Background: an optimization exercise with open tools, aiming at small area. Do not read the settings as production practice.
No activity file was given, so power comes from the tool's default toggle rates.

== red ==
==> flow/design.v <==
package reg_bank_pkg;
    typedef enum logic {
        IDLE,
        ARMED
    } commit_state_t;
endpackage
module reg_bank_commit_fsm (
    input  logic clk,
    input  logic rst,
    input  logic commit_req,
    input  logic frame_start,
    output logic copy_en,
    output logic commit_pending,
    output logic commit_done
);
    logic pending_q;
    logic done_q;
    assign copy_en = pending_q & frame_start;
    always_ff @(posedge clk) begin
        if (rst) begin
            pending_q <= 1'b0;
            done_q    <= 1'b0;
        end else begin
            done_q    <= copy_en;
            pending_q <= pending_q ? ~frame_start : commit_req;
        end
    end
    assign commit_pending = pending_q;
    assign commit_done    = done_q;
endmodule
module reg_bank_shadowed
#(
    parameter int unsigned DATA_WIDTH   = 16,
    parameter int unsigned RO_DEPTH     = 128,
    parameter int unsigned RW_DEPTH     = 128,
    parameter int unsigned RO_CH        = 4,
    parameter int unsigned DP_CH        = 4,
    parameter int unsigned COMMIT_MODE  = 0,
    parameter int unsigned RW_RESET_VAL = 0
) (
    input  logic                        clk,
    input  logic                        rst,
    input  logic [$clog2(RO_DEPTH + RW_DEPTH)-1:0] mem_addr,
    input  logic [DATA_WIDTH-1:0]       mem_data_in,
    input  logic                        mem_we,
    input  logic                        mem_re,
    output logic [DATA_WIDTH-1:0]       mem_data_out,
    output logic                        mem_rvalid,
    output logic                        mem_err,
    input  logic [RO_CH*DATA_WIDTH-1:0] ro_in,
    input  logic                        commit_req,
    input  logic                        frame_start,
    output logic                        commit_pending,
    output logic                        commit_done,
    output logic [DP_CH*DATA_WIDTH-1:0] dp_out
);
    if (DATA_WIDTH != 16 || RO_DEPTH != 128 || RW_DEPTH != 128 ||
        RO_CH != 4 || DP_CH != 4 || COMMIT_MODE != 0 ||
        RW_RESET_VAL != 0) begin : g_bad_params
        $error("this implementation supports the default parameters only");
    end
    localparam int W  = 16;
    localparam int NR = 128;
    localparam int NP = 4;      
    logic [6:0]  a;
    logic        a_hi;
    logic [7:0]  dec_lo;        
    logic [15:0] dec_hi;        
    logic [15:0] wdec_hi;       
    logic [NR-1:0] wsel;        
    logic        phase_q;
    logic [W-1:0] q      [NR];
    logic [W-1:0] act_q  [DP_CH];
    logic [W-1:0] rdata_q;
    logic        rvalid_q;
    logic        err_q;
    logic        copy_en;
    assign a    = mem_addr[6:0];
    assign a_hi = mem_addr[7];
    for (genvar j = 0; j < 8; j++) begin : g_dlo
        assign dec_lo[j] = (a[2:0] == 3'(j));
    end
    for (genvar k = 0; k < 16; k++) begin : g_dhi
        assign dec_hi[k]  = (a[6:3] == 4'(k));
        assign wdec_hi[k] = dec_hi[k] & mem_we & a_hi;
    end
    logic [7:0]  lo_set_n;      
    logic [7:0]  lo_wr;         
    logic [15:0] whi_set_n;     
    assign lo_set_n  = ~(dec_lo | {8{rst}});
    assign lo_wr     = dec_lo & {8{~rst}};
    assign whi_set_n = ~(wdec_hi | {16{rst}});
    for (genvar r = 0; r < NR; r++) begin : g_sel
        assign wsel[r] = dec_lo[r % 8] & wdec_hi[r / 8];
    end
    always_ff @(posedge clk) begin
        if (rst) phase_q <= 1'b0;
        else     phase_q <= ~phase_q;
    end
    localparam int NCOPY = 8;
    logic [W-1:0] col_cp [NCOPY];
    for (genvar k = 0; k < NCOPY; k++) begin : g_col
        reg_bank_col_drv #(.W(W)) u_col (
            .din   (mem_data_in),
            .phase (phase_q),
            .col   (col_cp[k])
        );
    end
    for (genvar r = 0; r < NP; r++) begin : g_plain
        logic keep_r;
        logic load_r;
        assign keep_r = ~wsel[r] & ~rst;
        assign load_r = wsel[r] & ~rst;
        always_ff @(posedge clk) begin
            q[r] <= (q[r] & {W{keep_r}}) | (mem_data_in & {W{load_r}});
        end
    end
    for (genvar r = NP; r < NR; r++) begin : g_tog
        logic set_r;
        logic keep_r;
        assign set_r  = ~(lo_set_n[r % 8] | whi_set_n[r / 8]);
        assign keep_r = ~(lo_wr[r % 8] & wdec_hi[r / 8]);
        always_ff @(posedge clk) begin
            q[r] <= ~((q[r] | {W{set_r}}) & (col_cp[(r - NP) * NCOPY / (NR - NP)] | {W{keep_r}}));
        end
    end
    logic act_keep;
    logic act_load;
    assign act_keep = ~copy_en & ~rst;
    assign act_load = copy_en & ~rst;
    for (genvar d = 0; d < DP_CH; d++) begin : g_act
        always_ff @(posedge clk) begin
            act_q[d] <= (act_q[d] & {W{act_keep}}) | (q[d] & {W{act_load}});
        end
        assign dp_out[d*W +: W] = act_q[d];
    end
    logic [W-1:0] rd_low;       
    logic         low4;
    logic [W*(NR-NP)-1:0] q_tog;
    for (genvar r = NP; r < NR; r++) begin : g_qt
        assign q_tog[(r-NP)*W +: W] = q[r];
    end
    logic         rd_en;
    logic         use_tog;
    logic [W-1:0] rd_base;
    logic [W-1:0] val1;
    logic [W-1:0] val0;
    logic [W-1:0] rdata_nxt;
    assign rd_en   = mem_re & ~rst;
    assign use_tog = rd_en & a_hi & ~low4;
    assign rd_base = (rdata_q & {W{~mem_re & ~rst}}) | (rd_low & {W{rd_en & low4}});
    assign val1    = rd_base | {W{use_tog & ~phase_q}};
    assign val0    = rd_base | {W{use_tog & phase_q}};
    logic [7:0]  rlo_n;
    logic [15:0] rhi_n;
    reg_bank_rd_dec u_rd_dec (
        .addr  (a),
        .lo_n  (rlo_n),
        .hi_n  (rhi_n)
    );
    reg_bank_rd_mux #(.W(W), .N(NR - NP)) u_rd_mux (
        .q     (q_tog),
        .lo_n  (rlo_n),
        .hi_n  (rhi_n),
        .val1  (val1),
        .val0  (val0),
        .out   (rdata_nxt)
    );
    always_comb begin
        unique case ({a_hi, a[1:0]})
            3'd0: rd_low = ro_in[0*W +: W];
            3'd1: rd_low = ro_in[1*W +: W];
            3'd2: rd_low = ro_in[2*W +: W];
            3'd3: rd_low = ro_in[3*W +: W];
            3'd4: rd_low = q[0];
            3'd5: rd_low = q[1];
            3'd6: rd_low = q[2];
            default: rd_low = q[3];
        endcase
    end
    assign low4 = (a[6:2] == 5'd0);
    always_ff @(posedge clk) begin
        if (rst) begin
            rvalid_q <= 1'b0;
            err_q    <= 1'b0;
        end else begin
            rvalid_q <= mem_re;
            err_q    <= mem_we & ~a_hi;
        end
    end
    always_ff @(posedge clk) begin
        rdata_q <= rdata_nxt;
    end
    assign mem_data_out = rdata_q;
    assign mem_rvalid   = rvalid_q;
    assign mem_err      = err_q;
    reg_bank_commit_fsm u_commit (
        .clk            (clk),
        .rst            (rst),
        .commit_req     (commit_req),
        .frame_start    (frame_start),
        .copy_en        (copy_en),
        .commit_pending (commit_pending),
        .commit_done    (commit_done)
    );
endmodule
module reg_bank_rd_mux #(
    parameter int W = 16,
    parameter int N = 124
) (
    input  logic [W*N-1:0] q,
    input  logic [7:0]     lo_n,
    input  logic [15:0]    hi_n,
    input  logic [W-1:0]   val1,
    input  logic [W-1:0]   val0,
    output logic [W-1:0]   out
);
    localparam int FIRST = 128 - N;
    logic [W-1:0] grp [16];
    logic [W-1:0] t;
    always_comb begin
        for (int k = 0; k < 16; k++) begin
            grp[k] = '1;
            for (int j = 0; j < 8; j++) begin
                if (8*k + j >= FIRST)
                    grp[k] = grp[k] & (q[(8*k + j - FIRST)*W +: W] | {W{lo_n[j]}});
            end
        end
        t = '1;
        for (int k = 0; k < 16; k++) t = t & (grp[k] | {W{hi_n[k]}});
    end
    for (genvar c = 0; c < W; c++) begin : g_out
        assign out[c] = t[c] ? val1[c] : val0[c];
    end
endmodule
module reg_bank_rd_dec (
    input  logic [6:0]  addr,
    output logic [7:0]  lo_n,
    output logic [15:0] hi_n
);
    for (genvar j = 0; j < 8; j++) begin : g_lo
        assign lo_n[j] = ~(addr[2:0] == 3'(j));
    end
    for (genvar k = 0; k < 16; k++) begin : g_hi
        assign hi_n[k] = ~(addr[6:3] == 4'(k));
    end
endmodule
module reg_bank_col_drv #(
    parameter int W = 16
) (
    input  logic [W-1:0] din,
    input  logic         phase,
    output logic [W-1:0] col
);
    assign col = din ^ {W{phase}};
endmodule
Settings: LEC_CHECK=0, CAP_MARGIN=20, CORE_MARGIN=2, CORE_UTILIZATION=55, CTS_BUF_LIST=sky130_fd_sc_hd__clkbuf_8, CTS_CLUSTER_DIAMETER=40, CTS_CLUSTER_SIZE=15, GPL_TIMING_DRIVEN=0, SETUP_SLACK_MARGIN=0.4, SLEW_MARGIN=20, SYNTH_HIERARCHICAL=1; clock period 4.5 ns.
standard.sh (not shown) runs the stock make flow with config.mk's settings and CLKGATE_MAP_FILE= SYNTH_SCRIPT=/design/flow/synth_recipe.tcl, a recipe that flattens the netlist after the stock synthesis.
==> flow/flow/run.sh <==
#!/bin/bash
# Standard layout, with ORFS options the settings list does not
# expose: drop the buffers ABC inserted before placement, and build the
# clock tree without dummy loads; port buffers are sky130_fd_sc_hd__buf_2.
export REMOVE_ABC_BUFFERS=1
export BUFFER_PORTS_ARGS="-buffer_cell sky130_fd_sc_hd__buf_2"
export CTS_ARGS="-sink_clustering_enable -repair_clock_nets -sink_clustering_size 15 -sink_clustering_max_diameter 40 -buf_list sky130_fd_sc_hd__clkbuf_8 -dont_use_dummy_load"
bash standard.sh > standard.log 2>&1
Inputs modified between red and blue:
-- flow/design.v --
<<< red, line 98
        else     phase_q <= ~phase_q;
    end
    localparam int NCOPY = 8;
    logic [W-1:0] col_cp [NCOPY];
    for (genvar k = 0; k < NCOPY; k++) begin : g_col
>>> blue, line 98
        else     phase_q <= ~phase_q;
    end
    localparam int NCOPY = 4;
    logic [W-1:0] col_cp [NCOPY];
    for (genvar k = 0; k < NCOPY; k++) begin : g_col
==> comparison <==
The initial antenna violation count number comes out lower for blue vs red. In the floorplan summary, blue is listed with a die area less than that of red. Design area in blue is 450 um2 higher than in red. Relative to red, weighted congestion at the end of routability-driven global placement has decreased by 2.6% in blue. Summary — total routing usage reported by global routing, blue relative to red: lower, by 1.4 points. Lower combinational power was reported by red, not blue. Final core utilization was lower in the run labelled red. The post-placement cell area on red is in line with that on blue.
No functional check of the RTL was part of any run of this note.

-- afterwards: timing with drivers on the ports --
The flow's constraints put no driver on any port. The routed layouts listed below were extracted and timed again, unchanged, in two steps.
Step 1, drivers: a clkbuf_16 drives clk and a buf_2 each remaining input, both assumed.
Step 2, shift: input delay + t, output delay - t, t = (earliest + latest rising clock arrival at the registers) / 2. This alone moves slack from input paths to output paths.
Three values: no drivers, after step 1, after step 2; two values: the first two.
run | t, ns | setup WS [ns] | worst hold slack (ns) | worst setup path after step 2 | slew at the worst register clock pin (ns)
red | 1.031 | 0.194 / 0.220 / -0.811 | 0.225 / 0.169 / 0.430 | input to register | 0.10 / 0.10
blue | 1.027 | 0.264 / 0.273 / -0.754 | 0.229 / 0.172 / 0.432 | input to register | 0.10 / 0.10
With both steps, setup timing fails in red and blue, where it was met with ideal ports. The setup slack of blue, which loses most, moves by +0.009 ns with the drivers and by -1.018 ns with both steps.
